Background: an optimization exercise with open tools, aiming at small area, a short achievable clock period and few clock cycles per item. Do not read the settings as production practice. No functional check of the RTL was part of any run shown here.

## flow/design.v (module list and top-level ports; edited modules follow where they fit)
// module FP_booth_enc: 42 lines
// module FP_Mul_tree: 2078 lines
// module FP_Mul_gp: 4 lines
// module FP_pfx: 4 lines
// module FP_pfx_g: 3 lines
// module FP_fa: 4 lines
// module FP_ha: 4 lines
// module FP_Mul_pre: 35 lines
// module FP_Mul_post: 64 lines
// module fp_mul_arbiter: 114 lines
module fp_mul_arbiter #(
    parameter int W = fp_alu_pkg::FP_W
) (
    input  logic         clk,
    input  logic         rst,
    input  logic         req0_valid,
    input  logic [W-1:0] req0_a,
    input  logic [W-1:0] req0_b,
    output logic         req0_ready,
    input  logic         req1_valid,
    input  logic [W-1:0] req1_a,
    input  logic [W-1:0] req1_b,
    output logic         req1_ready,
    output logic         rsp_valid,
    output logic [W-1:0] rsp_data,
    output logic         rsp_id,
    input  logic         rsp_ready
);
  // ...
==> flow/flow/run.sh <==
#!/bin/bash
# The standard ORFS layout (the standard.sh, standard synthesis unchanged),
# with buf_2 cells as the port buffers and a larger setup repair margin.
set -euo pipefail
bash standard.sh "BUFFER_PORTS_ARGS=-buffer_cell sky130_fd_sc_hd__buf_2" SETUP_SLACK_MARGIN=5.4 finish > orfs_make.log 2>&1
==> flow/standard.sh <==
#!/bin/bash
# synth_recipe.tcl (not shown) runs the flow's synth.tcl, then flattens the netlist and writes it again
# the make line also repeats each setting of config.mk as NAME=value (left out here)
make -C /OpenROAD-flow-scripts/flow DESIGN_CONFIG=/design/flow/config.mk WORK_HOME=/design/flow/orfs CLKGATE_MAP_FILE= SYNTH_SCRIPT=/design/flow/synth_recipe.tcl "${@:-finish}"
==> flow/config.mk <==
export PLATFORM = sky130hd
export DESIGN_NAME = fp_mul_arbiter
export DESIGN_NICKNAME = fp_mul_arbiter
export VERILOG_FILES = /design/flow/design.v
export SDC_FILE = /design/flow/constraint.sdc
export NUM_CORES = 4
export LEC_CHECK = 0
export CAP_MARGIN = 20
export CORE_MARGIN = 2
export CORE_UTILIZATION = 40
export CTS_BUF_LIST = sky130_fd_sc_hd__clkbuf_8
export SETUP_SLACK_MARGIN = 5
export SLEW_MARGIN = 20
export SYNTH_HIERARCHICAL = 1
export SYNTH_MINIMUM_KEEP_SIZE = 0
==> flow/constraint.sdc <==
create_clock -name core_clock -period 11.0 [get_ports {clk}]
set_input_delay 2.2000 -clock core_clock [delete_from_list [all_inputs] [get_ports {clk}]]
set_output_delay 2.2000 -clock core_clock [all_outputs]
set_load 0.01 [all_outputs]
==> flow_summary.ini, run 1 <==
[worst_setup_path]
reg2reg_from = s1_bneg_q[1]
rr_worst_depth = 15
worstSetupEndpointType = primary output

[placed_design]
finalWeightedCongestion = 0.913
place_ws_ns = 5.01
dp_cells = 2768

[layout]
regMostFlops = s2_ph_q
mostFrequentLayoutCell = xnor2_1
layout_common_cells = xnor2_1 (292), o22ai_1 (259), fa_1 (257)
seq_share = 0.147
drive_above_1_share = 0.183
final_area_um2 = 23100
inverters_excl_clock = 69
multi_input_area_um2 = 16400

[sta]
hold_violations = 0
finalCritPeriodShare = 0.503
slew_viol_final = 0

[grt]
grtUsageMet2 = 0.394
grtUsageMet3 = 0.0560

[run_status]
outcome = finished clean

[worst_hold_path]
hp-start = s1_exp_q[0]
min_path_cells = 0

[clock_tree]
cts_tree = built
==> run 2: changes to the inputs <==
--- a/flow/design.v
+++ b/flow/design.v
@@ -996,18 +996,18 @@
     logic pg932;
     logic pp_933;
     logic pg934;
     logic pp_935;
     logic pg936;
     logic pp_937;
     logic pg938;
     logic pp_939;
-    logic pg940;
-    logic pp_941;
+    logic pi940;
+    logic pi941;
     logic pg942;
     logic pp_943;
     logic pg944;
     logic pp_945;
     logic pg946;
     logic pp_947;
     logic pg948;
     logic pp_949;
@@ -1028,203 +1028,182 @@
     logic pg964;
     logic pp_965;
     logic pg966;
     logic pp_967;
     logic pg968;
     logic pp_969;
     logic pg970;
     logic pp_971;
-    logic pg972;
-    logic pp_973;
+    logic pi972;
+    logic pi973;
     logic pg974;
     logic pp_975;
     logic pg976;
     logic pp_977;
-    logic pg978;
-    logic pp_979;
+    logic pi978;
+    logic pi979;
     logic pg980;
     logic pp_981;
     logic pg982;
     logic pp_983;
-    logic pg984;
-    logic pp_985;
+    logic pi984;
+    logic pi985;
     logic pg986;
     logic pp_987;
     logic pg988;
     logic pp_989;
-    logic pg990;
-    logic pp_991;
+    logic pi990;
+    logic pi991;
     logic pg992;
     logic pp_993;
     logic pg994;
     logic pp_995;
-    logic pg996;
-    logic pp_997;
+    logic pi996;
+    logic pi997;
     logic pg998;
     logic pp_999;
     logic pg1000;
     logic pp_1001;
-    logic pg1002;
-    logic pp_1003;
+    logic pi1002;
+    logic pi1003;
     logic pg1004;
     logic pp_1005;
     logic pg1006;
     logic pp_1007;
     logic pg1008;
     logic pp_1009;
-    logic pg1010;
-    logic pp_1011;
+    logic pi1010;
+    logic pi1011;
     logic pg1012;
     logic pp_1013;
-    logic pg1014;
-    logic pp_1015;
+    logic pi1014;
+    logic pi1015;
     logic pg1016;
     logic pp_1017;
     logic pg1018;
     logic pp_1019;
     logic pg1020;
     logic pp_1021;
-    logic pg1022;
-    logic pp_1023;
+    logic pi1022;
+    logic pi1023;
     logic pg1024;
     logic pp_1025;
-    logic pg1026;
-    logic pp_1027;
+    logic pi1026;
+    logic pi1027;
     logic pg1028;
     logic pp_1029;
     logic pg1030;
     logic pp_1031;
     logic pg1032;
     logic pp_1033;
-    logic pg1034;
-    logic pp_1035;
+    logic pi1034;
+    logic pi1035;
     logic pg1036;
     logic pp_1037;
-    logic pg1038;
-    logic pp_1039;
+    logic pi1038;
+    logic pi1039;
     logic pg1040;
     logic pp_1041;
     logic pg1042;
     logic pp_1043;
-    logic pg1044;
-    logic pp_1045;
+    logic pi1044;
+    logic pi1045;
     logic pg1046;
     logic pp_1047;
     logic pg1048;
     logic pp_1049;
     logic pg1050;
     logic pp_1051;
-    logic pg1052;
-    logic pp_1053;
+    logic pi1052;
+    logic pi1053;
     logic pg1054;
     logic pp_1055;
     logic pg1056;
     logic pp_1057;
-    logic pg1058;
-    logic pp_1059;
+    logic pi1058;
+    logic pi1059;
     logic pg1060;
     logic pp_1061;
-    logic pg1062;
-    logic pp_1063;
+    logic pi1062;
+    logic pi1063;
     logic pg1064;
     logic pp_1065;
     logic pg1066;
     logic pp_1067;
-    logic pg1068;
-    logic pp_1069;
+    logic pi1068;
+    logic pi1069;
     logic pg1070;
     logic pp_1071;
     logic pg1072;
     logic pp_1073;
-    logic pg1074;
-    logic pp_1075;
+    logic pi1074;
+    logic pi1075;
     logic pg1076;
     logic pp_1077;
-    logic pg1078;
-    logic pp_1079;
+    logic pi1078;
+    logic pi1079;
     logic pg1080;
     logic pp_1081;
     logic pg1082;
     logic pp_1083;
-    logic pg1084;
-    logic pp_1085;
+    logic pi1084;
+    logic pi1085;
     logic pg1086;
     logic pp_1087;
     logic pg1088;
     logic pp_1089;
     logic pg1090;
     logic pp_1091;
-    logic pg1092;
-    logic pp_1093;
+    logic pi1092;
+    logic pi1093;
     logic pg1094;
     logic pp_1095;
-    logic pg1096;
-    logic pp_1097;
+    logic pi1096;
+    logic pi1097;
     logic pg1098;
     logic pp_1099;
-    logic pg1100;
-    logic pp_1101;
+    logic pi1100;
+    logic pg1101;
     logic pg1102;
-    logic pp_1103;
-    logic pg1104;
-    logic pp_1105;
+    logic pg1103;
+    logic pi1104;
+    logic pg1105;
     logic pg1106;
-    logic pp_1107;
+    logic pi1107;
     logic pg1108;
-    logic pp_1109;
+    logic pi1109;
     logic pg1110;
-    logic pp_1111;
+    logic pg1111;
     logic pg1112;
-    logic pp_1113;
+    logic pi1113;
     logic pg1114;
-    logic pp_1115;
+    logic pi1115;
     logic pg1116;
-    logic pp_1117;
-    logic pg1118;
-    logic pp_1119;
+    logic pg1117;
+    logic pi1118;
+    logic pg1119;
     logic pg1120;
-    logic pp_1121;
-    logic pg1122;
-    logic pp_1123;
+    logic pg1121;
+    logic pi1122;
+    logic pg1123;
     logic pg1124;
-    logic pp_1125;
+    logic pi1125;
     logic pg1126;
-    logic pp_1127;
+    logic pi1127;
     logic pg1128;
-    logic pp_1129;
-    logic pg1130;
-    logic pp_1131;
+    logic pg1129;
+    logic pi1130;
+    logic pg1131;
     logic pg1132;
-    logic pp_1133;
-    logic pg1134;
+    logic pg1133;
+    logic pi1134;
     logic pg1135;
-    logic pg1136;
+    logic pi1136;
     logic pg1137;
-    logic pg1138;
-    logic pg1139;
-    logic pg1140;
-    logic pg1141;
-    logic pg1142;
-    logic pg1143;
-    logic pg1144;
-    logic pg1145;
-    logic pg1146;
-    logic pg1147;
-    logic pg1148;
-    logic pg1149;
-    logic pg1150;
-    logic pg1151;
-    logic pg1152;
-    logic pg1153;
-    logic pg1154;
-    logic pg1155;
-    logic pg1156;
-    logic pg1157;
-    logic pg1158;
     logic [47:0] cg;
     logic [47:0] cp;
     logic [21:0] cz;
     assign pp1 = ~((nbone[0] | nfa[0])) ^ bneg[0];
     assign pp2 = ~((nbone[0] | nfa[1]) & (nbtwo[0] | nfa[0])) ^ bneg[0];
     assign pp3 = ~((nbone[0] | nfa[2]) & (nbtwo[0] | nfa[1])) ^ bneg[0];
     assign pp4 = ~((nbone[0] | nfa[3]) & (nbtwo[0] | nfa[2])) ^ bneg[0];
     assign pp5 = ~((nbone[0] | nfa[4]) & (nbtwo[0] | nfa[3])) ^ bneg[0];
@@ -1957,193 +1936,219 @@
     assign cz[15] = ~(cp[15] ^ (cp[14] | cg[14]));
     assign cz[16] = ~(cp[16] ^ (cp[15] | cg[15]));
     assign cz[17] = ~(cp[17] ^ (cp[16] | cg[16]));
     assign cz[18] = ~(cp[18] ^ (cp[17] | cg[17]));
     assign cz[19] = ~(cp[19] ^ (cp[18] | cg[18]));
     assign cz[20] = ~(cp[20] ^ (cp[19] | cg[19]));
     assign cz[21] = ~(cp[21] ^ (cp[20] | cg[20]));
     assign st = ~&cz;
-    FP_pfx u_pg904 (.gh(cg[1]), .ph(cp[1]), .gl(cg[0]), .pl(cp[0]), .g(pg904), .p(pp_905));
-    FP_pfx u_pg906 (.gh(cg[3]), .ph(cp[3]), .gl(cg[2]), .pl(cp[2]), .g(pg906), .p(pp_907));
-    FP_pfx u_pg908 (.gh(cg[5]), .ph(cp[5]), .gl(cg[4]), .pl(cp[4]), .g(pg908), .p(pp_909));
-    FP_pfx u_pg910 (.gh(cg[7]), .ph(cp[7]), .gl(cg[6]), .pl(cp[6]), .g(pg910), .p(pp_911));
-    FP_pfx u_pg912 (.gh(cg[9]), .ph(cp[9]), .gl(cg[8]), .pl(cp[8]), .g(pg912), .p(pp_913));
-    FP_pfx u_pg914 (.gh(cg[11]), .ph(cp[11]), .gl(cg[10]), .pl(cp[10]), .g(pg914), .p(pp_915));
-    FP_pfx u_pg916 (.gh(cg[13]), .ph(cp[13]), .gl(cg[12]), .pl(cp[12]), .g(pg916), .p(pp_917));
-    FP_pfx u_pg918 (.gh(cg[15]), .ph(cp[15]), .gl(cg[14]), .pl(cp[14]), .g(pg918), .p(pp_919));
-    FP_pfx u_pg920 (.gh(cg[17]), .ph(cp[17]), .gl(cg[16]), .pl(cp[16]), .g(pg920), .p(pp_921));
-    FP_pfx u_pg922 (.gh(cg[19]), .ph(cp[19]), .gl(cg[18]), .pl(cp[18]), .g(pg922), .p(pp_923));
-    FP_pfx u_pg924 (.gh(cg[21]), .ph(cp[21]), .gl(cg[20]), .pl(cp[20]), .g(pg924), .p(pp_925));
-    FP_pfx u_pg926 (.gh(pg906), .ph(pp_907), .gl(pg904), .pl(pp_905), .g(pg926), .p(pp_927));
-    FP_pfx u_pg928 (.gh(pg910), .ph(pp_911), .gl(pg908), .pl(pp_909), .g(pg928), .p(pp_929));
-    FP_pfx u_pg930 (.gh(pg914), .ph(pp_915), .gl(pg912), .pl(pp_913), .g(pg930), .p(pp_931));
-    FP_pfx u_pg932 (.gh(pg918), .ph(pp_919), .gl(pg916), .pl(pp_917), .g(pg932), .p(pp_933));
-    FP_pfx u_pg934 (.gh(pg922), .ph(pp_923), .gl(pg920), .pl(pp_921), .g(pg934), .p(pp_935));
-    FP_pfx u_pg936 (.gh(pg928), .ph(pp_929), .gl(pg926), .pl(pp_927), .g(pg936), .p(pp_937));
-    FP_pfx u_pg938 (.gh(pg932), .ph(pp_933), .gl(pg930), .pl(pp_931), .g(pg938), .p(pp_939));
-    FP_pfx u_pg940 (.gh(pg924), .ph(pp_925), .gl(pg934), .pl(pp_935), .g(pg940), .p(pp_941));
-    FP_pfx u_pg942 (.gh(pg938), .ph(pp_939), .gl(pg936), .pl(pp_937), .g(pg942), .p(pp_943));
-    FP_pfx u_pg944 (.gh(pg940), .ph(pp_941), .gl(pg942), .pl(pp_943), .g(pg944), .p(pp_945));
-    FP_pfx u_pg946 (.gh(cg[23]), .ph(cp[23]), .gl(cg[22]), .pl(cp[22]), .g(pg946), .p(pp_947));
-    FP_pfx u_pg948 (.gh(cg[24]), .ph(cp[24]), .gl(cg[23]), .pl(cp[23]), .g(pg948), .p(pp_949));
-    FP_pfx u_pg950 (.gh(cg[25]), .ph(cp[25]), .gl(cg[24]), .pl(cp[24]), .g(pg950), .p(pp_951));
-    FP_pfx u_pg952 (.gh(cg[26]), .ph(cp[26]), .gl(cg[25]), .pl(cp[25]), .g(pg952), .p(pp_953));
-    FP_pfx u_pg954 (.gh(cg[27]), .ph(cp[27]), .gl(cg[26]), .pl(cp[26]), .g(pg954), .p(pp_955));
-    FP_pfx u_pg956 (.gh(cg[28]), .ph(cp[28]), .gl(cg[27]), .pl(cp[27]), .g(pg956), .p(pp_957));
-    FP_pfx u_pg958 (.gh(cg[29]), .ph(cp[29]), .gl(cg[28]), .pl(cp[28]), .g(pg958), .p(pp_959));
-    FP_pfx u_pg960 (.gh(cg[30]), .ph(cp[30]), .gl(cg[29]), .pl(cp[29]), .g(pg960), .p(pp_961));
-    FP_pfx u_pg962 (.gh(cg[31]), .ph(cp[31]), .gl(cg[30]), .pl(cp[30]), .g(pg962), .p(pp_963));
-    FP_pfx u_pg964 (.gh(cg[32]), .ph(cp[32]), .gl(cg[31]), .pl(cp[31]), .g(pg964), .p(pp_965));
-    FP_pfx u_pg966 (.gh(cg[33]), .ph(cp[33]), .gl(cg[32]), .pl(cp[32]), .g(pg966), .p(pp_967));
-    FP_pfx u_pg968 (.gh(cg[34]), .ph(cp[34]), .gl(cg[33]), .pl(cp[33]), .g(pg968), .p(pp_969));
-    FP_pfx u_pg970 (.gh(cg[35]), .ph(cp[35]), .gl(cg[34]), .pl(cp[34]), .g(pg970), .p(pp_971));
-    FP_pfx u_pg972 (.gh(cg[36]), .ph(cp[36]), .gl(cg[35]), .pl(cp[35]), .g(pg972), .p(pp_973));
-    FP_pfx u_pg974 (.gh(cg[37]), .ph(cp[37]), .gl(cg[36]), .pl(cp[36]), .g(pg974), .p(pp_975));
-    FP_pfx u_pg976 (.gh(cg[38]), .ph(cp[38]), .gl(cg[37]), .pl(cp[37]), .g(pg976), .p(pp_977));
-    FP_pfx u_pg978 (.gh(cg[39]), .ph(cp[39]), .gl(cg[38]), .pl(cp[38]), .g(pg978), .p(pp_979));
-    FP_pfx u_pg980 (.gh(cg[40]), .ph(cp[40]), .gl(cg[39]), .pl(cp[39]), .g(pg980), .p(pp_981));
-    FP_pfx u_pg982 (.gh(cg[41]), .ph(cp[41]), .gl(cg[40]), .pl(cp[40]), .g(pg982), .p(pp_983));
-    FP_pfx u_pg984 (.gh(cg[42]), .ph(cp[42]), .gl(cg[41]), .pl(cp[41]), .g(pg984), .p(pp_985));
-    FP_pfx u_pg986 (.gh(cg[43]), .ph(cp[43]), .gl(cg[42]), .pl(cp[42]), .g(pg986), .p(pp_987));
-    FP_pfx u_pg988 (.gh(cg[44]), .ph(cp[44]), .gl(cg[43]), .pl(cp[43]), .g(pg988), .p(pp_989));
-    FP_pfx u_pg990 (.gh(cg[45]), .ph(cp[45]), .gl(cg[44]), .pl(cp[44]), .g(pg990), .p(pp_991));
-    FP_pfx u_pg992 (.gh(cg[46]), .ph(cp[46]), .gl(cg[45]), .pl(cp[45]), .g(pg992), .p(pp_993));
-    FP_pfx u_pg994 (.gh(pg948), .ph(pp_949), .gl(cg[22]), .pl(cp[22]), .g(pg994), .p(pp_995));
-    FP_pfx u_pg996 (.gh(pg950), .ph(pp_951), .gl(pg946), .pl(pp_947), .g(pg996), .p(pp_997));
-    FP_pfx u_pg998 (.gh(pg952), .ph(pp_953), .gl(pg948), .pl(pp_949), .g(pg998), .p(pp_999));
-    FP_pfx u_pg1000 (.gh(pg954), .ph(pp_955), .gl(pg950), .pl(pp_951), .g(pg1000), .p(pp_1001));
-    FP_pfx u_pg1002 (.gh(pg956), .ph(pp_957), .gl(pg952), .pl(pp_953), .g(pg1002), .p(pp_1003));
-    FP_pfx u_pg1004 (.gh(pg958), .ph(pp_959), .gl(pg954), .pl(pp_955), .g(pg1004), .p(pp_1005));
-    FP_pfx u_pg1006 (.gh(pg960), .ph(pp_961), .gl(pg956), .pl(pp_957), .g(pg1006), .p(pp_1007));
-    FP_pfx u_pg1008 (.gh(pg962), .ph(pp_963), .gl(pg958), .pl(pp_959), .g(pg1008), .p(pp_1009));
-    FP_pfx u_pg1010 (.gh(pg964), .ph(pp_965), .gl(pg960), .pl(pp_961), .g(pg1010), .p(pp_1011));
-    FP_pfx u_pg1012 (.gh(pg966), .ph(pp_967), .gl(pg962), .pl(pp_963), .g(pg1012), .p(pp_1013));
-    FP_pfx u_pg1014 (.gh(pg968), .ph(pp_969), .gl(pg964), .pl(pp_965), .g(pg1014), .p(pp_1015));
-    FP_pfx u_pg1016 (.gh(pg970), .ph(pp_971), .gl(pg966), .pl(pp_967), .g(pg1016), .p(pp_1017));
-    FP_pfx u_pg1018 (.gh(pg972), .ph(pp_973), .gl(pg968), .pl(pp_969), .g(pg1018), .p(pp_1019));
-    FP_pfx u_pg1020 (.gh(pg974), .ph(pp_975), .gl(pg970), .pl(pp_971), .g(pg1020), .p(pp_1021));
-    FP_pfx u_pg1022 (.gh(pg976), .ph(pp_977), .gl(pg972), .pl(pp_973), .g(pg1022), .p(pp_1023));
-    FP_pfx u_pg1024 (.gh(pg978), .ph(pp_979), .gl(pg974), .pl(pp_975), .g(pg1024), .p(pp_1025));
-    FP_pfx u_pg1026 (.gh(pg980), .ph(pp_981), .gl(pg976), .pl(pp_977), .g(pg1026), .p(pp_1027));
-    FP_pfx u_pg1028 (.gh(pg982), .ph(pp_983), .gl(pg978), .pl(pp_979), .g(pg1028), .p(pp_1029));
-    FP_pfx u_pg1030 (.gh(pg984), .ph(pp_985), .gl(pg980), .pl(pp_981), .g(pg1030), .p(pp_1031));
-    FP_pfx u_pg1032 (.gh(pg986), .ph(pp_987), .gl(pg982), .pl(pp_983), .g(pg1032), .p(pp_1033));
-    FP_pfx u_pg1034 (.gh(pg988), .ph(pp_989), .gl(pg984), .pl(pp_985), .g(pg1034), .p(pp_1035));
-    FP_pfx u_pg1036 (.gh(pg990), .ph(pp_991), .gl(pg986), .pl(pp_987), .g(pg1036), .p(pp_1037));
-    FP_pfx u_pg1038 (.gh(pg992), .ph(pp_993), .gl(pg988), .pl(pp_989), .g(pg1038), .p(pp_1039));
-    FP_pfx u_pg1040 (.gh(pg998), .ph(pp_999), .gl(cg[22]), .pl(cp[22]), .g(pg1040), .p(pp_1041));
-    FP_pfx u_pg1042 (.gh(pg1000), .ph(pp_1001), .gl(pg946), .pl(pp_947), .g(pg1042), .p(pp_1043));
-    FP_pfx u_pg1044 (.gh(pg1002), .ph(pp_1003), .gl(pg994), .pl(pp_995), .g(pg1044), .p(pp_1045));
-    FP_pfx u_pg1046 (.gh(pg1004), .ph(pp_1005), .gl(pg996), .pl(pp_997), .g(pg1046), .p(pp_1047));
-    FP_pfx u_pg1048 (.gh(pg1006), .ph(pp_1007), .gl(pg998), .pl(pp_999), .g(pg1048), .p(pp_1049));
-    FP_pfx u_pg1050 (.gh(pg1008), .ph(pp_1009), .gl(pg1000), .pl(pp_1001), .g(pg1050), .p(pp_1051));
-    FP_pfx u_pg1052 (.gh(pg1010), .ph(pp_1011), .gl(pg1002), .pl(pp_1003), .g(pg1052), .p(pp_1053));
-    FP_pfx u_pg1054 (.gh(pg1012), .ph(pp_1013), .gl(pg1004), .pl(pp_1005), .g(pg1054), .p(pp_1055));
-    FP_pfx u_pg1056 (.gh(pg1014), .ph(pp_1015), .gl(pg1006), .pl(pp_1007), .g(pg1056), .p(pp_1057));
-    FP_pfx u_pg1058 (.gh(pg1016), .ph(pp_1017), .gl(pg1008), .pl(pp_1009), .g(pg1058), .p(pp_1059));
-    FP_pfx u_pg1060 (.gh(pg1018), .ph(pp_1019), .gl(pg1010), .pl(pp_1011), .g(pg1060), .p(pp_1061));
-    FP_pfx u_pg1062 (.gh(pg1020), .ph(pp_1021), .gl(pg1012), .pl(pp_1013), .g(pg1062), .p(pp_1063));
-    FP_pfx u_pg1064 (.gh(pg1022), .ph(pp_1023), .gl(pg1014), .pl(pp_1015), .g(pg1064), .p(pp_1065));
-    FP_pfx u_pg1066 (.gh(pg1024), .ph(pp_1025), .gl(pg1016), .pl(pp_1017), .g(pg1066), .p(pp_1067));
-    FP_pfx u_pg1068 (.gh(pg1026), .ph(pp_1027), .gl(pg1018), .pl(pp_1019), .g(pg1068), .p(pp_1069));
-    FP_pfx u_pg1070 (.gh(pg1028), .ph(pp_1029), .gl(pg1020), .pl(pp_1021), .g(pg1070), .p(pp_1071));
-    FP_pfx u_pg1072 (.gh(pg1030), .ph(pp_1031), .gl(pg1022), .pl(pp_1023), .g(pg1072), .p(pp_1073));
-    FP_pfx u_pg1074 (.gh(pg1032), .ph(pp_1033), .gl(pg1024), .pl(pp_1025), .g(pg1074), .p(pp_1075));
-    FP_pfx u_pg1076 (.gh(pg1034), .ph(pp_1035), .gl(pg1026), .pl(pp_1027), .g(pg1076), .p(pp_1077));
-    FP_pfx u_pg1078 (.gh(pg1036), .ph(pp_1037), .gl(pg1028), .pl(pp_1029), .g(pg1078), .p(pp_1079));
-    FP_pfx u_pg1080 (.gh(pg1038), .ph(pp_1039), .gl(pg1030), .pl(pp_1031), .g(pg1080), .p(pp_1081));
-    FP_pfx u_pg1082 (.gh(pg1048), .ph(pp_1049), .gl(cg[22]), .pl(cp[22]), .g(pg1082), .p(pp_1083));
-    FP_pfx u_pg1084 (.gh(pg1050), .ph(pp_1051), .gl(pg946), .pl(pp_947), .g(pg1084), .p(pp_1085));
-    FP_pfx u_pg1086 (.gh(pg1052), .ph(pp_1053), .gl(pg994), .pl(pp_995), .g(pg1086), .p(pp_1087));
-    FP_pfx u_pg1088 (.gh(pg1054), .ph(pp_1055), .gl(pg996), .pl(pp_997), .g(pg1088), .p(pp_1089));
-    FP_pfx u_pg1090 (.gh(pg1056), .ph(pp_1057), .gl(pg1040), .pl(pp_1041), .g(pg1090), .p(pp_1091));
-    FP_pfx u_pg1092 (.gh(pg1058), .ph(pp_1059), .gl(pg1042), .pl(pp_1043), .g(pg1092), .p(pp_1093));
-    FP_pfx u_pg1094 (.gh(pg1060), .ph(pp_1061), .gl(pg1044), .pl(pp_1045), .g(pg1094), .p(pp_1095));
-    FP_pfx u_pg1096 (.gh(pg1062), .ph(pp_1063), .gl(pg1046), .pl(pp_1047), .g(pg1096), .p(pp_1097));
-    FP_pfx u_pg1098 (.gh(pg1064), .ph(pp_1065), .gl(pg1048), .pl(pp_1049), .g(pg1098), .p(pp_1099));
-    FP_pfx u_pg1100 (.gh(pg1066), .ph(pp_1067), .gl(pg1050), .pl(pp_1051), .g(pg1100), .p(pp_1101));
-    FP_pfx u_pg1102 (.gh(pg1068), .ph(pp_1069), .gl(pg1052), .pl(pp_1053), .g(pg1102), .p(pp_1103));
-    FP_pfx u_pg1104 (.gh(pg1070), .ph(pp_1071), .gl(pg1054), .pl(pp_1055), .g(pg1104), .p(pp_1105));
-    FP_pfx u_pg1106 (.gh(pg1072), .ph(pp_1073), .gl(pg1056), .pl(pp_1057), .g(pg1106), .p(pp_1107));
-    FP_pfx u_pg1108 (.gh(pg1074), .ph(pp_1075), .gl(pg1058), .pl(pp_1059), .g(pg1108), .p(pp_1109));
-    FP_pfx u_pg1110 (.gh(pg1076), .ph(pp_1077), .gl(pg1060), .pl(pp_1061), .g(pg1110), .p(pp_1111));
-    FP_pfx u_pg1112 (.gh(pg1078), .ph(pp_1079), .gl(pg1062), .pl(pp_1063), .g(pg1112), .p(pp_1113));
-    FP_pfx u_pg1114 (.gh(pg1080), .ph(pp_1081), .gl(pg1064), .pl(pp_1065), .g(pg1114), .p(pp_1115));
-    FP_pfx u_pg1116 (.gh(pg1098), .ph(pp_1099), .gl(cg[22]), .pl(cp[22]), .g(pg1116), .p(pp_1117));
-    FP_pfx u_pg1118 (.gh(pg1100), .ph(pp_1101), .gl(pg946), .pl(pp_947), .g(pg1118), .p(pp_1119));
-    FP_pfx u_pg1120 (.gh(pg1102), .ph(pp_1103), .gl(pg994), .pl(pp_995), .g(pg1120), .p(pp_1121));
-    FP_pfx u_pg1122 (.gh(pg1104), .ph(pp_1105), .gl(pg996), .pl(pp_997), .g(pg1122), .p(pp_1123));
-    FP_pfx u_pg1124 (.gh(pg1106), .ph(pp_1107), .gl(pg1040), .pl(pp_1041), .g(pg1124), .p(pp_1125));
-    FP_pfx u_pg1126 (.gh(pg1108), .ph(pp_1109), .gl(pg1042), .pl(pp_1043), .g(pg1126), .p(pp_1127));
-    FP_pfx u_pg1128 (.gh(pg1110), .ph(pp_1111), .gl(pg1044), .pl(pp_1045), .g(pg1128), .p(pp_1129));
-    FP_pfx u_pg1130 (.gh(pg1112), .ph(pp_1113), .gl(pg1046), .pl(pp_1047), .g(pg1130), .p(pp_1131));
-    FP_pfx u_pg1132 (.gh(pg1114), .ph(pp_1115), .gl(pg1082), .pl(pp_1083), .g(pg1132), .p(pp_1133));
-    FP_pfx_g u_pg1134 (.gh(cg[22]), .ph(cp[22]), .gl(pg944), .g(pg1134));
-    FP_pfx_g u_pg1135 (.gh(pg946), .ph(pp_947), .gl(pg944), .g(pg1135));
-    FP_pfx_g u_pg1136 (.gh(pg994), .ph(pp_995), .gl(pg944), .g(pg1136));
-    FP_pfx_g u_pg1137 (.gh(pg996), .ph(pp_997), .gl(pg944), .g(pg1137));
-    FP_pfx_g u_pg1138 (.gh(pg1040), .ph(pp_1041), .gl(pg944), .g(pg1138));
-    FP_pfx_g u_pg1139 (.gh(pg1042), .ph(pp_1043), .gl(pg944), .g(pg1139));
-    FP_pfx_g u_pg1140 (.gh(pg1044), .ph(pp_1045), .gl(pg944), .g(pg1140));
-    FP_pfx_g u_pg1141 (.gh(pg1046), .ph(pp_1047), .gl(pg944), .g(pg1141));
-    FP_pfx_g u_pg1142 (.gh(pg1082), .ph(pp_1083), .gl(pg944), .g(pg1142));
-    FP_pfx_g u_pg1143 (.gh(pg1084), .ph(pp_1085), .gl(pg944), .g(pg1143));
-    FP_pfx_g u_pg1144 (.gh(pg1086), .ph(pp_1087), .gl(pg944), .g(pg1144));
-    FP_pfx_g u_pg1145 (.gh(pg1088), .ph(pp_1089), .gl(pg944), .g(pg1145));
-    FP_pfx_g u_pg1146 (.gh(pg1090), .ph(pp_1091), .gl(pg944), .g(pg1146));
-    FP_pfx_g u_pg1147 (.gh(pg1092), .ph(pp_1093), .gl(pg944), .g(pg1147));
-    FP_pfx_g u_pg1148 (.gh(pg1094), .ph(pp_1095), .gl(pg944), .g(pg1148));
-    FP_pfx_g u_pg1149 (.gh(pg1096), .ph(pp_1097), .gl(pg944), .g(pg1149));
-    FP_pfx_g u_pg1150 (.gh(pg1116), .ph(pp_1117), .gl(pg944), .g(pg1150));
-    FP_pfx_g u_pg1151 (.gh(pg1118), .ph(pp_1119), .gl(pg944), .g(pg1151));
-    FP_pfx_g u_pg1152 (.gh(pg1120), .ph(pp_1121), .gl(pg944), .g(pg1152));
-    FP_pfx_g u_pg1153 (.gh(pg1122), .ph(pp_1123), .gl(pg944), .g(pg1153));
-    FP_pfx_g u_pg1154 (.gh(pg1124), .ph(pp_1125), .gl(pg944), .g(pg1154));
-    FP_pfx_g u_pg1155 (.gh(pg1126), .ph(pp_1127), .gl(pg944), .g(pg1155));
-    FP_pfx_g u_pg1156 (.gh(pg1128), .ph(pp_1129), .gl(pg944), .g(pg1156));
-    FP_pfx_g u_pg1157 (.gh(pg1130), .ph(pp_1131), .gl(pg944), .g(pg1157));
-    FP_pfx_g u_pg1158 (.gh(pg1132), .ph(pp_1133), .gl(pg944), .g(pg1158));
-    assign g = cp[22] ^ pg944;
-    assign ph[0] = cp[23] ^ pg1134;
-    assign ph[1] = cp[24] ^ pg1135;
-    assign ph[2] = cp[25] ^ pg1136;
-    assign ph[3] = cp[26] ^ pg1137;
-    assign ph[4] = cp[27] ^ pg1138;
-    assign ph[5] = cp[28] ^ pg1139;
-    assign ph[6] = cp[29] ^ pg1140;
-    assign ph[7] = cp[30] ^ pg1141;
-    assign ph[8] = cp[31] ^ pg1142;
-    assign ph[9] = cp[32] ^ pg1143;
-    assign ph[10] = cp[33] ^ pg1144;
-    assign ph[11] = cp[34] ^ pg1145;
-    assign ph[12] = cp[35] ^ pg1146;
-    assign ph[13] = cp[36] ^ pg1147;
-    assign ph[14] = cp[37] ^ pg1148;
-    assign ph[15] = cp[38] ^ pg1149;
-    assign ph[16] = cp[39] ^ pg1150;
-    assign ph[17] = cp[40] ^ pg1151;
-    assign ph[18] = cp[41] ^ pg1152;
-    assign ph[19] = cp[42] ^ pg1153;
-    assign ph[20] = cp[43] ^ pg1154;
-    assign ph[21] = cp[44] ^ pg1155;
-    assign ph[22] = cp[45] ^ pg1156;
-    assign ph[23] = cp[46] ^ pg1157;
-    assign ph[24] = cp[47] ^ pg1158;
+    FP_pfx_n u_pg904 (.gh(cg[1]), .ph(cp[1]), .gl(cg[0]), .pl(cp[0]), .g(pg904), .p(pp_905));
+    FP_pfx_n u_pg906 (.gh(cg[3]), .ph(cp[3]), .gl(cg[2]), .pl(cp[2]), .g(pg906), .p(pp_907));
+    FP_pfx_n u_pg908 (.gh(cg[5]), .ph(cp[5]), .gl(cg[4]), .pl(cp[4]), .g(pg908), .p(pp_909));
+    FP_pfx_n u_pg910 (.gh(cg[7]), .ph(cp[7]), .gl(cg[6]), .pl(cp[6]), .g(pg910), .p(pp_911));
+    FP_pfx_n u_pg912 (.gh(cg[9]), .ph(cp[9]), .gl(cg[8]), .pl(cp[8]), .g(pg912), .p(pp_913));
+    FP_pfx_n u_pg914 (.gh(cg[11]), .ph(cp[11]), .gl(cg[10]), .pl(cp[10]), .g(pg914), .p(pp_915));
+    FP_pfx_n u_pg916 (.gh(cg[13]), .ph(cp[13]), .gl(cg[12]), .pl(cp[12]), .g(pg916), .p(pp_917));
+    FP_pfx_n u_pg918 (.gh(cg[15]), .ph(cp[15]), .gl(cg[14]), .pl(cp[14]), .g(pg918), .p(pp_919));
+    FP_pfx_n u_pg920 (.gh(cg[17]), .ph(cp[17]), .gl(cg[16]), .pl(cp[16]), .g(pg920), .p(pp_921));
+    FP_pfx_n u_pg922 (.gh(cg[19]), .ph(cp[19]), .gl(cg[18]), .pl(cp[18]), .g(pg922), .p(pp_923));
+    FP_pfx_n u_pg924 (.gh(cg[21]), .ph(cp[21]), .gl(cg[20]), .pl(cp[20]), .g(pg924), .p(pp_925));
+    FP_pfx_i u_pg926 (.gh(pg906), .ph(pp_907), .gl(pg904), .pl(pp_905), .g(pg926), .p(pp_927));
+    FP_pfx_i u_pg928 (.gh(pg910), .ph(pp_911), .gl(pg908), .pl(pp_909), .g(pg928), .p(pp_929));
+    FP_pfx_i u_pg930 (.gh(pg914), .ph(pp_915), .gl(pg912), .pl(pp_913), .g(pg930), .p(pp_931));
+    FP_pfx_i u_pg932 (.gh(pg918), .ph(pp_919), .gl(pg916), .pl(pp_917), .g(pg932), .p(pp_933));
+    FP_pfx_i u_pg934 (.gh(pg922), .ph(pp_923), .gl(pg920), .pl(pp_921), .g(pg934), .p(pp_935));
+    FP_pfx_n u_pg936 (.gh(pg928), .ph(pp_929), .gl(pg926), .pl(pp_927), .g(pg936), .p(pp_937));
+    FP_pfx_n u_pg938 (.gh(pg932), .ph(pp_933), .gl(pg930), .pl(pp_931), .g(pg938), .p(pp_939));
+    assign pi940 = ~pg934;
+    assign pi941 = ~pp_935;
+    FP_pfx_i u_pg942 (.gh(pg924), .ph(pp_925), .gl(pi940), .pl(pi941), .g(pg942), .p(pp_943));
+    FP_pfx_i u_pg944 (.gh(pg938), .ph(pp_939), .gl(pg936), .pl(pp_937), .g(pg944), .p(pp_945));
+    FP_pfx_n u_pg946 (.gh(pg942), .ph(pp_943), .gl(pg944), .pl(pp_945), .g(pg946), .p(pp_947));
+    FP_pfx_n u_pg948 (.gh(cg[23]), .ph(cp[23]), .gl(cg[22]), .pl(cp[22]), .g(pg948), .p(pp_949));
+    FP_pfx_n u_pg950 (.gh(cg[25]), .ph(cp[25]), .gl(cg[24]), .pl(cp[24]), .g(pg950), .p(pp_951));
+    FP_pfx_n u_pg952 (.gh(cg[27]), .ph(cp[27]), .gl(cg[26]), .pl(cp[26]), .g(pg952), .p(pp_953));
+    FP_pfx_n u_pg954 (.gh(cg[29]), .ph(cp[29]), .gl(cg[28]), .pl(cp[28]), .g(pg954), .p(pp_955));
+    FP_pfx_n u_pg956 (.gh(cg[31]), .ph(cp[31]), .gl(cg[30]), .pl(cp[30]), .g(pg956), .p(pp_957));
+    FP_pfx_n u_pg958 (.gh(cg[33]), .ph(cp[33]), .gl(cg[32]), .pl(cp[32]), .g(pg958), .p(pp_959));
+    FP_pfx_n u_pg960 (.gh(cg[35]), .ph(cp[35]), .gl(cg[34]), .pl(cp[34]), .g(pg960), .p(pp_961));
+    FP_pfx_n u_pg962 (.gh(cg[37]), .ph(cp[37]), .gl(cg[36]), .pl(cp[36]), .g(pg962), .p(pp_963));
+    FP_pfx_n u_pg964 (.gh(cg[39]), .ph(cp[39]), .gl(cg[38]), .pl(cp[38]), .g(pg964), .p(pp_965));
+    FP_pfx_n u_pg966 (.gh(cg[41]), .ph(cp[41]), .gl(cg[40]), .pl(cp[40]), .g(pg966), .p(pp_967));
+    FP_pfx_n u_pg968 (.gh(cg[43]), .ph(cp[43]), .gl(cg[42]), .pl(cp[42]), .g(pg968), .p(pp_969));
+    FP_pfx_n u_pg970 (.gh(cg[45]), .ph(cp[45]), .gl(cg[44]), .pl(cp[44]), .g(pg970), .p(pp_971));
+    assign pi972 = ~pg948;
+    assign pi973 = ~pp_949;
+    FP_pfx_n u_pg974 (.gh(cg[24]), .ph(cp[24]), .gl(pi972), .pl(pi973), .g(pg974), .p(pp_975));
+    FP_pfx_i u_pg976 (.gh(pg950), .ph(pp_951), .gl(pg948), .pl(pp_949), .g(pg976), .p(pp_977));
+    assign pi978 = ~pg952;
+    assign pi979 = ~pp_953;
+    FP_pfx_n u_pg980 (.gh(cg[28]), .ph(cp[28]), .gl(pi978), .pl(pi979), .g(pg980), .p(pp_981));
+    FP_pfx_i u_pg982 (.gh(pg954), .ph(pp_955), .gl(pg952), .pl(pp_953), .g(pg982), .p(pp_983));
+    assign pi984 = ~pg956;
+    assign pi985 = ~pp_957;
+    FP_pfx_n u_pg986 (.gh(cg[32]), .ph(cp[32]), .gl(pi984), .pl(pi985), .g(pg986), .p(pp_987));
+    FP_pfx_i u_pg988 (.gh(pg958), .ph(pp_959), .gl(pg956), .pl(pp_957), .g(pg988), .p(pp_989));
+    assign pi990 = ~pg960;
+    assign pi991 = ~pp_961;
+    FP_pfx_n u_pg992 (.gh(cg[36]), .ph(cp[36]), .gl(pi990), .pl(pi991), .g(pg992), .p(pp_993));
+    FP_pfx_i u_pg994 (.gh(pg962), .ph(pp_963), .gl(pg960), .pl(pp_961), .g(pg994), .p(pp_995));
+    assign pi996 = ~pg964;
+    assign pi997 = ~pp_965;
+    FP_pfx_n u_pg998 (.gh(cg[40]), .ph(cp[40]), .gl(pi996), .pl(pi997), .g(pg998), .p(pp_999));
+    FP_pfx_i u_pg1000 (.gh(pg966), .ph(pp_967), .gl(pg964), .pl(pp_965), .g(pg1000), .p(pp_1001));
+    assign pi1002 = ~pg968;
+    assign pi1003 = ~pp_969;
+    FP_pfx_n u_pg1004 (.gh(cg[44]), .ph(cp[44]), .gl(pi1002), .pl(pi1003), .g(pg1004), .p(pp_1005));
+    FP_pfx_i u_pg1006 (.gh(pg970), .ph(pp_971), .gl(pg968), .pl(pp_969), .g(pg1006), .p(pp_1007));
+    FP_pfx_n u_pg1008 (.gh(cg[26]), .ph(cp[26]), .gl(pg976), .pl(pp_977), .g(pg1008), .p(pp_1009));
+    assign pi1010 = ~pg976;
+    assign pi1011 = ~pp_977;
+    FP_pfx_i u_pg1012 (.gh(pg952), .ph(pp_953), .gl(pi1010), .pl(pi1011), .g(pg1012), .p(pp_1013));
+    assign pi1014 = ~pg976;
+    assign pi1015 = ~pp_977;
+    FP_pfx_i u_pg1016 (.gh(pg980), .ph(pp_981), .gl(pi1014), .pl(pi1015), .g(pg1016), .p(pp_1017));
+    FP_pfx_n u_pg1018 (.gh(pg982), .ph(pp_983), .gl(pg976), .pl(pp_977), .g(pg1018), .p(pp_1019));
+    FP_pfx_n u_pg1020 (.gh(cg[34]), .ph(cp[34]), .gl(pg988), .pl(pp_989), .g(pg1020), .p(pp_1021));
+    assign pi1022 = ~pg988;
+    assign pi1023 = ~pp_989;
+    FP_pfx_i u_pg1024 (.gh(pg960), .ph(pp_961), .gl(pi1022), .pl(pi1023), .g(pg1024), .p(pp_1025));
+    assign pi1026 = ~pg988;
+    assign pi1027 = ~pp_989;
+    FP_pfx_i u_pg1028 (.gh(pg992), .ph(pp_993), .gl(pi1026), .pl(pi1027), .g(pg1028), .p(pp_1029));
+    FP_pfx_n u_pg1030 (.gh(pg994), .ph(pp_995), .gl(pg988), .pl(pp_989), .g(pg1030), .p(pp_1031));
+    FP_pfx_n u_pg1032 (.gh(cg[42]), .ph(cp[42]), .gl(pg1000), .pl(pp_1001), .g(pg1032), .p(pp_1033));
+    assign pi1034 = ~pg1000;
+    assign pi1035 = ~pp_1001;
+    FP_pfx_i u_pg1036 (.gh(pg968), .ph(pp_969), .gl(pi1034), .pl(pi1035), .g(pg1036), .p(pp_1037));
+    assign pi1038 = ~pg1000;
+    assign pi1039 = ~pp_1001;
+    FP_pfx_i u_pg1040 (.gh(pg1004), .ph(pp_1005), .gl(pi1038), .pl(pi1039), .g(pg1040), .p(pp_1041));
+    FP_pfx_n u_pg1042 (.gh(pg1006), .ph(pp_1007), .gl(pg1000), .pl(pp_1001), .g(pg1042), .p(pp_1043));
+    assign pi1044 = ~pg1018;
+    assign pi1045 = ~pp_1019;
+    FP_pfx_n u_pg1046 (.gh(cg[30]), .ph(cp[30]), .gl(pi1044), .pl(pi1045), .g(pg1046), .p(pp_1047));
+    FP_pfx_i u_pg1048 (.gh(pg956), .ph(pp_957), .gl(pg1018), .pl(pp_1019), .g(pg1048), .p(pp_1049));
+    FP_pfx_i u_pg1050 (.gh(pg986), .ph(pp_987), .gl(pg1018), .pl(pp_1019), .g(pg1050), .p(pp_1051));
+    assign pi1052 = ~pg1018;
+    assign pi1053 = ~pp_1019;
+    FP_pfx_n u_pg1054 (.gh(pg988), .ph(pp_989), .gl(pi1052), .pl(pi1053), .g(pg1054), .p(pp_1055));
+    FP_pfx_i u_pg1056 (.gh(pg1020), .ph(pp_1021), .gl(pg1018), .pl(pp_1019), .g(pg1056), .p(pp_1057));
+    assign pi1058 = ~pg1018;
+    assign pi1059 = ~pp_1019;
+    FP_pfx_n u_pg1060 (.gh(pg1024), .ph(pp_1025), .gl(pi1058), .pl(pi1059), .g(pg1060), .p(pp_1061));
+    assign pi1062 = ~pg1018;
+    assign pi1063 = ~pp_1019;
+    FP_pfx_n u_pg1064 (.gh(pg1028), .ph(pp_1029), .gl(pi1062), .pl(pi1063), .g(pg1064), .p(pp_1065));
+    FP_pfx_i u_pg1066 (.gh(pg1030), .ph(pp_1031), .gl(pg1018), .pl(pp_1019), .g(pg1066), .p(pp_1067));
+    assign pi1068 = ~pg1042;
+    assign pi1069 = ~pp_1043;
+    FP_pfx_n u_pg1070 (.gh(cg[46]), .ph(cp[46]), .gl(pi1068), .pl(pi1069), .g(pg1070), .p(pp_1071));
+    FP_pfx_n u_pg1072 (.gh(cg[38]), .ph(cp[38]), .gl(pg1066), .pl(pp_1067), .g(pg1072), .p(pp_1073));
+    assign pi1074 = ~pg1066;
+    assign pi1075 = ~pp_1067;
+    FP_pfx_i u_pg1076 (.gh(pg964), .ph(pp_965), .gl(pi1074), .pl(pi1075), .g(pg1076), .p(pp_1077));
+    assign pi1078 = ~pg1066;
+    assign pi1079 = ~pp_1067;
+    FP_pfx_i u_pg1080 (.gh(pg998), .ph(pp_999), .gl(pi1078), .pl(pi1079), .g(pg1080), .p(pp_1081));
+    FP_pfx_n u_pg1082 (.gh(pg1000), .ph(pp_1001), .gl(pg1066), .pl(pp_1067), .g(pg1082), .p(pp_1083));
+    assign pi1084 = ~pg1066;
+    assign pi1085 = ~pp_1067;
+    FP_pfx_i u_pg1086 (.gh(pg1032), .ph(pp_1033), .gl(pi1084), .pl(pi1085), .g(pg1086), .p(pp_1087));
+    FP_pfx_n u_pg1088 (.gh(pg1036), .ph(pp_1037), .gl(pg1066), .pl(pp_1067), .g(pg1088), .p(pp_1089));
+    FP_pfx_n u_pg1090 (.gh(pg1040), .ph(pp_1041), .gl(pg1066), .pl(pp_1067), .g(pg1090), .p(pp_1091));
+    assign pi1092 = ~pg1066;
+    assign pi1093 = ~pp_1067;
+    FP_pfx_i u_pg1094 (.gh(pg1042), .ph(pp_1043), .gl(pi1092), .pl(pi1093), .g(pg1094), .p(pp_1095));
+    assign pi1096 = ~pg1066;
+    assign pi1097 = ~pp_1067;
+    FP_pfx_i u_pg1098 (.gh(pg1070), .ph(pp_1071), .gl(pi1096), .pl(pi1097), .g(pg1098), .p(pp_1099));
+    assign pi1100 = ~pg946;
+    FP_pfx_ng u_pg1101 (.gh(cg[22]), .ph(cp[22]), .gl(pi1100), .g(pg1101));
+    FP_pfx_ig u_pg1102 (.gh(pg948), .ph(pp_949), .gl(pg946), .g(pg1102));
+    FP_pfx_ig u_pg1103 (.gh(pg974), .ph(pp_975), .gl(pg946), .g(pg1103));
+    assign pi1104 = ~pg946;
+    FP_pfx_ng u_pg1105 (.gh(pg976), .ph(pp_977), .gl(pi1104), .g(pg1105));
+    FP_pfx_ig u_pg1106 (.gh(pg1008), .ph(pp_1009), .gl(pg946), .g(pg1106));
+    assign pi1107 = ~pg946;
+    FP_pfx_ng u_pg1108 (.gh(pg1012), .ph(pp_1013), .gl(pi1107), .g(pg1108));
+    assign pi1109 = ~pg946;
+    FP_pfx_ng u_pg1110 (.gh(pg1016), .ph(pp_1017), .gl(pi1109), .g(pg1110));
+    FP_pfx_ig u_pg1111 (.gh(pg1018), .ph(pp_1019), .gl(pg946), .g(pg1111));
+    FP_pfx_ig u_pg1112 (.gh(pg1046), .ph(pp_1047), .gl(pg946), .g(pg1112));
+    assign pi1113 = ~pg946;
+    FP_pfx_ng u_pg1114 (.gh(pg1048), .ph(pp_1049), .gl(pi1113), .g(pg1114));
+    assign pi1115 = ~pg946;
+    FP_pfx_ng u_pg1116 (.gh(pg1050), .ph(pp_1051), .gl(pi1115), .g(pg1116));
+    FP_pfx_ig u_pg1117 (.gh(pg1054), .ph(pp_1055), .gl(pg946), .g(pg1117));
+    assign pi1118 = ~pg946;
+    FP_pfx_ng u_pg1119 (.gh(pg1056), .ph(pp_1057), .gl(pi1118), .g(pg1119));
+    FP_pfx_ig u_pg1120 (.gh(pg1060), .ph(pp_1061), .gl(pg946), .g(pg1120));
+    FP_pfx_ig u_pg1121 (.gh(pg1064), .ph(pp_1065), .gl(pg946), .g(pg1121));
+    assign pi1122 = ~pg946;
+    FP_pfx_ng u_pg1123 (.gh(pg1066), .ph(pp_1067), .gl(pi1122), .g(pg1123));
+    FP_pfx_ig u_pg1124 (.gh(pg1072), .ph(pp_1073), .gl(pg946), .g(pg1124));
+    assign pi1125 = ~pg946;
+    FP_pfx_ng u_pg1126 (.gh(pg1076), .ph(pp_1077), .gl(pi1125), .g(pg1126));
+    assign pi1127 = ~pg946;
+    FP_pfx_ng u_pg1128 (.gh(pg1080), .ph(pp_1081), .gl(pi1127), .g(pg1128));
+    FP_pfx_ig u_pg1129 (.gh(pg1082), .ph(pp_1083), .gl(pg946), .g(pg1129));
+    assign pi1130 = ~pg946;
+    FP_pfx_ng u_pg1131 (.gh(pg1086), .ph(pp_1087), .gl(pi1130), .g(pg1131));
+    FP_pfx_ig u_pg1132 (.gh(pg1088), .ph(pp_1089), .gl(pg946), .g(pg1132));
+    FP_pfx_ig u_pg1133 (.gh(pg1090), .ph(pp_1091), .gl(pg946), .g(pg1133));
+    assign pi1134 = ~pg946;
+    FP_pfx_ng u_pg1135 (.gh(pg1094), .ph(pp_1095), .gl(pi1134), .g(pg1135));
+    assign pi1136 = ~pg946;
+    FP_pfx_ng u_pg1137 (.gh(pg1098), .ph(pp_1099), .gl(pi1136), .g(pg1137));
+    assign g = cp[22] ^ ~pg946;
+    assign ph[0] = cp[23] ^ ~pg1101;
+    assign ph[1] = cp[24] ^ pg1102;
+    assign ph[2] = cp[25] ^ pg1103;
+    assign ph[3] = cp[26] ^ ~pg1105;
+    assign ph[4] = cp[27] ^ pg1106;
+    assign ph[5] = cp[28] ^ ~pg1108;
+    assign ph[6] = cp[29] ^ ~pg1110;
+    assign ph[7] = cp[30] ^ pg1111;
+    assign ph[8] = cp[31] ^ pg1112;
+    assign ph[9] = cp[32] ^ ~pg1114;
+    assign ph[10] = cp[33] ^ ~pg1116;
+    assign ph[11] = cp[34] ^ pg1117;
+    assign ph[12] = cp[35] ^ ~pg1119;
+    assign ph[13] = cp[36] ^ pg1120;
+    assign ph[14] = cp[37] ^ pg1121;
+    assign ph[15] = cp[38] ^ ~pg1123;
+    assign ph[16] = cp[39] ^ pg1124;
+    assign ph[17] = cp[40] ^ ~pg1126;
+    assign ph[18] = cp[41] ^ ~pg1128;
+    assign ph[19] = cp[42] ^ pg1129;
+    assign ph[20] = cp[43] ^ ~pg1131;
+    assign ph[21] = cp[44] ^ pg1132;
+    assign ph[22] = cp[45] ^ pg1133;
+    assign ph[23] = cp[46] ^ ~pg1135;
+    assign ph[24] = cp[47] ^ ~pg1137;
 endmodule
 module FP_Mul_gp (input logic [47:0] a, input logic [47:0] b, output logic [47:0] g, output logic [47:0] p);
     assign g = a & b;
     assign p = a ^ b;
 endmodule
-module FP_pfx (input logic gh, input logic ph, input logic gl, input logic pl, output logic g, output logic p);
-    assign g = gh | (ph & gl);
-    assign p = ph & pl;
+module FP_pfx_n (input logic gh, input logic ph, input logic gl, input logic pl, output logic g, output logic p);
+    assign g = ~(gh | (ph & gl));
+    assign p = ~(ph & pl);
 endmodule
-module FP_pfx_g (input logic gh, input logic ph, input logic gl, output logic g);
-    assign g = gh | (ph & gl);
+module FP_pfx_ng (input logic gh, input logic ph, input logic gl, output logic g);
+    assign g = ~(gh | (ph & gl));
+endmodule
+module FP_pfx_i (input logic gh, input logic ph, input logic gl, input logic pl, output logic g, output logic p);
+    assign g = ~(gh & (ph | gl));
+    assign p = ~(ph | pl);
+endmodule
+module FP_pfx_ig (input logic gh, input logic ph, input logic gl, output logic g);
+    assign g = ~(gh & (ph | gl));
 endmodule
 module FP_fa (input logic a, input logic b, input logic c, output logic s, output logic co);
     assign s  = a ^ b ^ c;
     assign co = (a & b) | (c & (a ^ b));
 endmodule
 module FP_ha (input logic a, input logic b, output logic s, output logic co);
     assign s  = a ^ b;
     assign co = a & b;
==> flow_summary.ini, run 2 <==
[layout]
area_growth_pct = 14.2
fin_util = 0.461
regMostFlops = s2_ph_q
multi_input_area_um2 = 15700
final_area_um2 = 23000
fill_cells = 4608
largest_registers = s2_ph_q x25, s1_nfa_q x23
mostFrequentLayoutCell = xnor2_1
diodes = 0
nets = 2656
layout_common_cells = xnor2_1 (306), o22ai_1 (259), fa_1 (257)
drive_above_1_share = 0.248
seqCellArea_um2 = 3390
largest_reg_flops = 25

[routing]
totalWireLength_um = 64700
first_pass_iters = 5
drc_errors = 0
drt-initial-drc-count = 1619
vias = 17000
wl_per_cell_um = 22.7
drt.antenna.violating_nets = 0
vias_per_cell = 5.98

[worst_setup_path]
reg2reg_from = s1_bneg_q[7]
rr_worst_depth = 16
path_class = reg2out
r2r_setup_slack_ns = 5.56
worstSetupEndpointType = primary output
cp.arrival_ns = 3.30
cp.required_ns = 8.80
cp_max_fo = 11
start_kind = flop
r2r-end = s2_ph_q[17]

[logic_synthesis]
syn_inst = 2020
syn_area_per_cell_um2 = 9.98
syn-num-nets = 2513
synth_area_um2 = 20200
yosys_warnings = 9

[grt]
grt_max_degree = 66
grt_util_all_layers = 0.243
grt_pass1_wl_um = 99300
grt_antenna_before_repair = 0
grt_pass1_vias = 17400
overflow = 0

[die]
die_area_um2 = 52200
fp.dieW_um = 229
start_util = 0.404
die-height_um = 229
io_pins = 169
num_rows = 82
core_area_um2 = 50000

[sta]
hold_violations = 0
finalCritPeriodShare = 0.500
fin_skew_ns = 0.0184
slew_viol_final = 0
rsz0062_at_grt = yes
fin_setup_tns_ns = 0
fmax_ghz = 0.182
fin_crit_ns = 5.50
setup_viol = 0
max_slew_margin = 0.391
tightest_slew_ns = 0.906

[run]
cap_violations = 0

[placed_design]
placed_area_um2 = 21300
finalWeightedCongestion = 0.874
dpl.hpwl_um = 43200
portBuffers = 168

[worst_hold_path]
hp-start = s1_exp_q[8]
min_path_cells = 0
worstHoldEndpoint = s2_exp_q[8]
hp-class = reg2reg

[clock_tree]
cts_buffers = 17
cts_buffer_depth = 2
h-tree-depth = 4
cts_tree = built
clk_pin_slew_worst_paths_ns = 0.08
insertion_delay_ns = 0.47
root_buffer = clkbuf_8
clock-sinks = 114

[run_status]
outcome = finished clean
==> run 2: worst max-delay path by stage <==
stage,startpoint,end
finish,s2_ph_q[11],rsp_data[21]
global route,s1_nfa_q[11],s2_ph_q[17]
CTS,s1_nfa_q[7],s2_ph_q[17]
detailed placement,s1_nbtwo_q[4],s2_ph_q[17]
global placement,s1_nbtwo_q[4],s2_ph_q[17]
floorplan,s1_bneg_q[4],s2_ph_q[17]
==> run 2: cell type report <==
cell class / instances / share of cell area
Tap cell: 672 / 0.0365
Inverter: 96 / 0.0194
Multi-Input combinational cell: 1630 / 0.684
Timing Repair Buffer: 304 / 0.0944
Clock buffer: 17 / 0.0102
Sequential cell: 114 / 0.147
Clock inverter: 15 / 0.00853
==> run 2: worst max-delay path, stage by stage (launching register included) <==
cell,delay (ns)
edfxtp_1,0.51
nand4_1,0.22
or4_4,0.59
o311a_1,0.32
o22a_2,0.34
nand3b_4,0.23
a2111oi_2,0.41
buf_2,0.22
==> run 2: per-stage QoR <==
| step | hold WS [ns] | std cells | setup slack [ns] |
|---|---|---|---|
| detailed placement | 0.405 | 2713 | 4.68 |
| CTS | 0.418 | 2820 | 5.40 |
| global route | 0.421 | 2848 | 5.38 |
| global placement | 0.403 | 2713 | 4.79 |
| finish | 0.417 | 2848 | 5.50 |
| floorplan | 0.400 | 2020 | 5.51 |
==> run 2: repair_timing <==
item	in CTS	in global routing
hold buffers	0	0
pin swaps	0	2
setup endpoints to repair	59	50
gates resized for setup	51	37
cloned	3	0
setup buffers	72	28
==> run 2: routing by layer <==
metal | global-route usage | vias up | part of all wire | routed length [um]
met5 | 0 | - | 0 | 0
met4 | 0.0905 | 0 | 0.031 | 2030
met3 | 0.0511 | 142 | 0.10 | 6490
met2 | 0.377 | 1023 | 0.46 | 29600
met1 | 0.333 | 8350 | 0.41 | 26600
li1 | - | 7505 | - | -

==> afterwards: timing with drivers on the ports <==
No port has a modelled driver above. Below, the same layouts with a new extraction and two added sets of constraints. Step 1: set_driving_cell puts a clkbuf_16 on clk and a buf_2 on each other input, an assumption about the parent block. Step 2 times the ports against the registers' clock, not the clock port: input delays grow and output delays shrink by t, the midpoint of the rising clock arrivals with the driver on. Slacks: ideal / step 1 / step 2; pairs: ideal / step 1.
run | t, ns | slack for setup (ns) | slew at the worst register clock pin (ns)
run 1 | 0.498 | 5.466 / 5.446 / 5.423 | 0.08 / 0.08
run 2 | 0.500 | 5.498 / 5.454 / 5.463 | 0.09 / 0.09
After both steps setup and hold are still met in every run listed. For run 1, which loses most, drivers alone change the setup slack by -0.020 ns; drivers and shift together by -0.043 ns.
